From an optimization exercise on the open Yosys and OpenROAD flow, aimed at small area, a short achievable clock period and few clock cycles per item; shortcuts taken in it are not production practice.
At most, simulation tests tie the RTL to the original design; equivalence was not proved.
Power figures rest on the tool's default switching activity, not on a simulated workload.

==> flow/design.v <==
`timescale 1ns/1ps
module huff_enc_top (
    input  logic        clk,
    input  logic        n_rst,
    input  logic        i_tbl_we,
    input  logic [7:0]  i_tbl_addr,
    input  logic [15:0] i_tbl_code,
    input  logic [4:0]  i_tbl_len,
    input  logic        i_start,
    input  logic        i_wait,
    input  logic [1:0]  i_comp,
    input  logic [31:0] i_data,
    output logic        o_valid,
    output logic [7:0]  o_data,
    output logic        o_done
);
    logic [16:0] dc_tab  [0:8];
    logic [16:0] ac_tab  [0:23];    
    logic [16:0] eob_tab;
    logic [16:0] wval;
    always_comb begin
        for (int i = 0; i < 17; i++) begin
            wval[i] = ((i_tbl_len == 5'(i)) ||
                       ((i < 16) && (i_tbl_len > 5'(i)) && i_tbl_code[i % 16]));
        end
    end
    always_ff @(posedge clk) begin
        if (n_rst && i_tbl_we) begin
            for (int c = 0; c < 9; c++)
                if (i_tbl_addr == 8'(c)) dc_tab[c] <= wval;
            for (int r = 0; r < 3; r++)
                for (int s = 1; s <= 8; s++)
                    if (i_tbl_addr == 8'(8'h40 | (r << 4) | s)) ac_tab[8*r + s - 1] <= wval;
            if (i_tbl_addr == 8'h80) eob_tab <= wval;
        end
    end
    logic               busy;
    logic               start;
    logic [7:0]         pred [0:2];
    logic [7:0]         psel;
    logic [8:0]         dsel;
    logic [7:0]         damp;
    logic [8:0]         achi  [1:3];
    logic [8:1]         acsz  [1:3];
    logic [7:0]         acamp [1:3];
    logic [3:1]         nz;
    assign start = i_start && !busy && !i_wait;
    always_comb begin
        case (i_comp)
            2'd0:    psel = pred[0];
            2'd1:    psel = pred[1];
            2'd2:    psel = pred[2];
            default: psel = '0;
        endcase
        for (int k = 1; k < 4; k++) begin
            achi[k][8] = 1'b0;
            for (int b = 7; b >= 0; b--)
                achi[k][b] = |((i_data[8*k +: 8] ^ {8{i_data[8*k + 7]}}) & (8'hff << b)) |
                             (i_data[8*k + 7] && ((i_data[8*k +: 8] & ((8'd1 << b) - 8'd1)) == 8'd0));
            nz[k] = achi[k][0];
            for (int sz = 1; sz < 9; sz++) acsz[k][sz] = achi[k][sz-1] & !achi[k][sz];
            for (int b = 0; b < 8; b++)
                acamp[k][b] = (i_data[8*k + b] ^ (i_data[8*k + 7] &&
                               ((i_data[8*k +: 8] & ((8'd1 << b) - 8'd1)) == 8'd0))) & achi[k][b];
        end
    end
    huff_dc_cat u_dc (
        .i_v    (i_data[7:0]),
        .i_p    (psel),
        .o_sel  (dsel),
        .o_amp  (damp)
    );
    always_ff @(posedge clk) begin
        if (!n_rst) begin
            pred[0] <= '0;
            pred[1] <= '0;
            pred[2] <= '0;
        end else if (start) begin
            if (i_comp == 2'd0) pred[0] <= i_data[7:0];
            if (i_comp == 2'd1) pred[1] <= i_data[7:0];
            if (i_comp == 2'd2) pred[2] <= i_data[7:0];
        end
    end
    logic [24:0] fs_dc;
    always_comb begin
        fs_dc = 25'(damp);
        for (int c = 0; c < 9; c++)
            if (dsel[c]) fs_dc = fs_dc | (25'(dc_tab[c]) << c);
    end
    logic [2:0]  rem;           
    logic [2:0]  rem_next;
    logic        nxt2, nxt3, nxte;
    logic [23:0] asel;          
    logic        esel;
    logic [7:0]  s_amp;
    logic [24:0] fs_ac;
    always_comb begin
        nxt2 = rem[0];
        nxt3 = !rem[0] && rem[1];
        nxte = !rem[0] && !rem[1] && rem[2];
        for (int sz = 1; sz < 9; sz++) begin
            if (!busy) begin
                asel[sz - 1]      = acsz[1][sz];
                asel[8 + sz - 1]  = !nz[1] && acsz[2][sz];
                asel[16 + sz - 1] = !nz[1] && !nz[2] && acsz[3][sz];
            end else begin
                asel[sz - 1]      = (nxt2 && acsz[2][sz]) || (nxt3 && nz[2] && acsz[3][sz]);
                asel[8 + sz - 1]  = nxt3 && !nz[2] && acsz[3][sz];
                asel[16 + sz - 1] = 1'b0;
            end
        end
        if (!busy) begin
            esel     = !nz[1] && !nz[2] && !nz[3];
            s_amp    = acamp[1] | (nz[1] ? 8'h00 : (acamp[2] | (nz[2] ? 8'h00 : acamp[3])));
            if (nz[1])      rem_next = {!nz[3], nz[3], nz[2]};
            else if (nz[2]) rem_next = {!nz[3], nz[3], 1'b0};
            else            rem_next = 3'b000;
        end else begin
            esel     = nxte;
            s_amp    = (nxt2 ? acamp[2] : 8'h00) | (nxt3 ? acamp[3] : 8'h00);
            rem_next = nxt2 ? {rem[2:1], 1'b0} : 3'b000;
            if (nxt3) rem_next = {rem[2], 2'b00};
        end
        fs_ac = 25'(s_amp);
        for (int e = 0; e < 24; e++)
            if (asel[e]) fs_ac = fs_ac | (25'(ac_tab[e]) << (e % 8 + 1));
        if (esel) fs_ac = fs_ac | 25'(eob_tab);
    end
    logic [24:0] a_q, p_q;
    logic [25:0] ga, gp;
    logic [24:0] oha, ohp;
    logic [7:0]  galo;
    logic [2:0]  nalo;
    logic [4:0]  np;
    logic [7:0]  a_l8, p_l8, amask, pmask;
    logic [8:0]  pbeyond_v;
    logic [7:0]  p_sh, pm_sh;
    logic        pbeyond;
    logic        ge8, more, pempty;
    logic [31:0] w, x;
    logic [32:0] gx;
    logic [31:0] ohx;
    logic [24:0] x_drop, a_d;
    logic        emit, fin, emit_y;
    logic [7:0]  validm;
    always_comb begin
        ga[25] = 1'b0;
        gp[25] = 1'b0;
        for (int i = 24; i >= 0; i--) begin
            ga[i] = |(a_q & (25'h1ffffff << i));
            gp[i] = |(p_q & (25'h1ffffff << i));
        end
        for (int i = 0; i < 25; i++) begin
            oha[i] = a_q[i] & !ga[i+1];
            ohp[i] = p_q[i] & !gp[i+1];
        end
        a_l8 = '0;
        p_l8 = '0;
        for (int k = 0; k < 8; k++)
            for (int j = 1; j < 25; j++)
                if (j - 8 + k >= 0) begin
                    a_l8[k] = a_l8[k] | (oha[j] & a_q[(j - 8 + k) % 25]);
                    p_l8[k] = p_l8[k] | (ohp[j] & p_q[(j - 8 + k) % 25]);
                end
        for (int k = 0; k < 8; k++) begin
            amask[k] = ga[8 - k];
            pmask[k] = gp[8 - k];
        end
        pbeyond_v = gp[9:1];
        galo[7] = a_q[7];
        for (int i = 6; i >= 0; i--) galo[i] = |(a_q[7:0] & (8'hff << i));
        nalo = '0;
        for (int i = 0; i < 8; i++)
            if (galo[i] && !((i < 7) ? galo[(i + 1) % 8] : 1'b0)) nalo = nalo | 3'(i);
        np = '0;
        for (int i = 0; i < 25; i++)
            if (ohp[i]) np = np | 5'(i);
        p_sh    = p_l8 >> nalo;
        pm_sh   = pmask >> nalo;
        pbeyond = pbeyond_v[8 - nalo];
        ge8    = ga[8];
        more   = (rem != 3'b000);
        pempty = !gp[1];
        validm = amask | pm_sh;
        emit_y = validm[0];
        if (ge8) begin
            emit = 1'b1;
            fin  = !ga[9] && pempty && !more;
        end else begin
            emit = emit_y || !more;
            fin  = !more && !pbeyond;
        end
        w = (32'(a_q[7:0]) << np) | 32'(p_q & ~ohp);
        x = ge8 ? 32'(a_q) : w;
        gx[32] = 1'b0;
        for (int i = 31; i >= 0; i--) gx[i] = |(x & (32'hffffffff << i));
        for (int i = 0; i < 32; i++) ohx[i] = x[i] & !gx[i+1];
        for (int j = 0; j < 25; j++)
            x_drop[j] = (x[j] & ((j + 9 < 33) ? gx[(j + 9) % 33] : 1'b0)) |
                        ((j + 8 < 32) ? ohx[(j + 8) % 32] : 1'b0);
        a_d = (ge8 || emit_y) ? x_drop : x[24:0];
    end
    huff_out_gate u_gate (
        .i_busy  (busy),
        .i_wait  (i_wait),
        .i_emit  (emit),
        .i_fin   (fin),
        .o_valid (o_valid),
        .o_done  (o_done)
    );
    assign o_data  = ge8 ? a_l8 : ((a_l8 | p_sh) | (more ? 8'h00 : ~validm));
    always_ff @(posedge clk) begin
        if (!n_rst) begin
            busy <= 1'b0;
        end else if (start) begin
            busy <= 1'b1;
        end else if (busy && !i_wait && fin) begin
            busy <= 1'b0;
        end
    end
    always_ff @(posedge clk) begin
        if (start) begin
            a_q <= fs_dc;
            p_q <= fs_ac;
            rem <= rem_next;
        end else if (busy && !i_wait) begin
            a_q <= a_d;
            if (!ge8) begin
                p_q <= more ? fs_ac : 25'd1;
                rem <= rem_next;
            end
        end
    end
endmodule
module huff_out_gate (
    input  logic i_busy,
    input  logic i_wait,
    input  logic i_emit,
    input  logic i_fin,
    output logic o_valid,
    output logic o_done
);
    assign o_valid = i_busy && !i_wait && i_emit;
    assign o_done  = i_busy && !i_wait && i_fin;
endmodule
module huff_dc_cat (
    input  logic [7:0] i_v,
    input  logic [7:0] i_p,
    output logic [8:0] o_sel,
    output logic [7:0] o_amp
);
    logic [8:0] sum, sm1, u;
    logic [8:0] thm;
    always_comb begin
        sum = {i_v[7], i_v} - {i_p[7], i_p};
        sm1 = {i_v[7], i_v} + ~{i_p[7], i_p};
        u = sum[8] ? ~sm1 : sum;
        thm[8] = 1'b0;
        for (int b = 7; b >= 0; b--) thm[b] = |(u[7:0] & (8'hff << b));
        for (int b = 0; b < 8; b++) o_amp[b] = (sum[8] ? sm1[b] : sum[b]) & thm[b];
        o_sel[0] = !thm[0];
        for (int c = 1; c < 9; c++) o_sel[c] = thm[c-1] & !thm[c];
    end
endmodule
==> flow/config.mk <==
export PLATFORM = sky130hd
export DESIGN_NAME = huff_enc_top
export DESIGN_NICKNAME = huff_enc_top
export VERILOG_FILES = /design/flow/design.v
export SDC_FILE = /design/flow/constraint.sdc
export NUM_CORES = 4
export LEC_CHECK = 0
export ABC_AREA = 1
export CAP_MARGIN = 20
export CORE_MARGIN = 2
export CORE_UTILIZATION = 55
export CTS_CLUSTER_DIAMETER = 300
export CTS_CLUSTER_SIZE = 22
export SLEW_MARGIN = 20
export SYNTH_HIERARCHICAL = 1
==> flow/constraint.sdc <==
create_clock -name core_clock -period 12.0 [get_ports {clk}]
set_input_delay 2.4000 -clock core_clock [delete_from_list [all_inputs] [get_ports {clk}]]
set_output_delay 2.4000 -clock core_clock [all_outputs]
set_load 0.01 [all_outputs]
standard.sh (not shown) runs the stock make flow with config.mk's settings and CLKGATE_MAP_FILE= SYNTH_SCRIPT=/design/flow/synth_recipe.tcl, a recipe that flattens the netlist after the stock synthesis.
==> flow/flow/run.sh <==
#!/bin/bash
# Standard ORFS layout (the standard.sh) with stronger timing repair:
# a larger setup repair target, sizing not limited to same-footprint cells,
# and plain buffers on the ports instead of delay buffers.
set -euo pipefail
bash standard.sh finish \
  SETUP_SLACK_MARGIN=6.5 \
  MATCH_CELL_FOOTPRINT=0 \
  "BUFFER_PORTS_ARGS=-buffer_cell sky130_fd_sc_hd__buf_4" \
  > standard_flow.log 2>&1
Testbench counts at the start, summed over its fixed seeds: cycles 9,294, blocks 2,400.
Then changed:
--- a/flow/design.v
+++ b/flow/design.v
@@ -142,8 +142,34 @@
     logic [31:0] ohx;
     logic [24:0] x_drop, a_d;
     logic        emit, fin, emit_y;
     logic [7:0]  validm;
+    function automatic logic [7:0] top8(input logic [24:0] x);
+        logic [25:16] gh;
+        logic [16:8]  gm;
+        logic [8:0]   gl;
+        logic [7:0]   eh, em, el;
+        gh[25] = 1'b0;
+        for (int i = 24; i >= 16; i--) gh[i] = |(x[24:16] & (9'h1ff << (i - 16)));
+        gm[16] = 1'b0;
+        for (int i = 15; i >= 8; i--) gm[i] = |(x[15:8] & (8'hff << (i - 8)));
+        gl[8] = 1'b0;
+        for (int i = 7; i >= 0; i--) gl[i] = |(x[7:0] & (8'hff << i));
+        eh = '0;
+        em = '0;
+        el = '0;
+        for (int k = 0; k < 8; k++) begin
+            for (int i = 16; i < 25; i++)
+                eh[k] = eh[k] | (x[i] & !gh[i+1] & x[i - 8 + k]);
+            for (int i = 8; i < 16; i++)
+                em[k] = em[k] | (x[i] & !gm[i+1] & x[i - 8 + k]);
+            for (int i = 1; i < 8; i++)
+                if (i - 8 + k >= 0) el[k] = el[k] | (x[i] & !gl[i+1] & x[(i - 8 + k) % 25]);
+        end
+        if (gh[16])      top8 = eh;
+        else if (gm[8])  top8 = em;
+        else             top8 = el;
+    endfunction
     always_comb begin
         ga[25] = 1'b0;
         gp[25] = 1'b0;
         for (int i = 24; i >= 0; i--) begin
@@ -153,16 +179,10 @@
         for (int i = 0; i < 25; i++) begin
             oha[i] = a_q[i] & !ga[i+1];
             ohp[i] = p_q[i] & !gp[i+1];
         end
-        a_l8 = '0;
-        p_l8 = '0;
-        for (int k = 0; k < 8; k++)
-            for (int j = 1; j < 25; j++)
-                if (j - 8 + k >= 0) begin
-                    a_l8[k] = a_l8[k] | (oha[j] & a_q[(j - 8 + k) % 25]);
-                    p_l8[k] = p_l8[k] | (ohp[j] & p_q[(j - 8 + k) % 25]);
-                end
+        a_l8 = top8(a_q);
+        p_l8 = top8(p_q);
         for (int k = 0; k < 8; k++) begin
             amask[k] = ga[8 - k];
             pmask[k] = gp[8 - k];
         end
The new run finished with timing, DRC and antenna clean.
Fmax came out lower by 1.2%.
First-iteration DRC count shrinks by about 2.2%.
Synthesized cell count goes down by about 2.3%.
Flip-flop and latch count is unchanged.
Power grows by about 0.65%.
Wire length goes down by about 2.5%.
Design area went down by 0.57%.
Worst hold slack stays flat.
Count of clock-buffer cells in the layout fell by 2.
Global-route usage is lower by 0.70 points.
Die area decreases by 0.90%.
Sequential share of layout area climbs by 0.29 points.
Non-clock buffer count grows by 23.
Combinational power rises by about 2%.
Function not checked in the second run of this note: the RTL went through the layout flow alone.

-- what the ideal ports hide --
The flow's constraints put no driver on any port. The routed layouts listed below were extracted and timed again, unchanged, in two steps. Step 1 assumes that a clkbuf_16 drives the clock port and a buf_2 every other input. Step 2 times the ports against the registers' clock, not the clock port: input delays grow and output delays shrink by t, the midpoint of the rising clock arrivals with the driver on. Slacks: ideal / step 1 / step 2; pairs: ideal / step 1.
| run | shift t [ns] | slack for setup (ns) | worst setup path after step 2 | cell pins on the clock port's net |
|---|---|---|---|---|
| the first run | 0.633 | 6.262 / 6.197 / 5.861 | input to register | 1 |
| the second run | 0.648 | 6.192 / 6.127 / 5.955 | input to register | 1 |
After both steps every run listed still meets setup and hold. The setup slack of the first run, which loses most, moves by -0.065 ns with the drivers and by -0.401 ns with both steps.
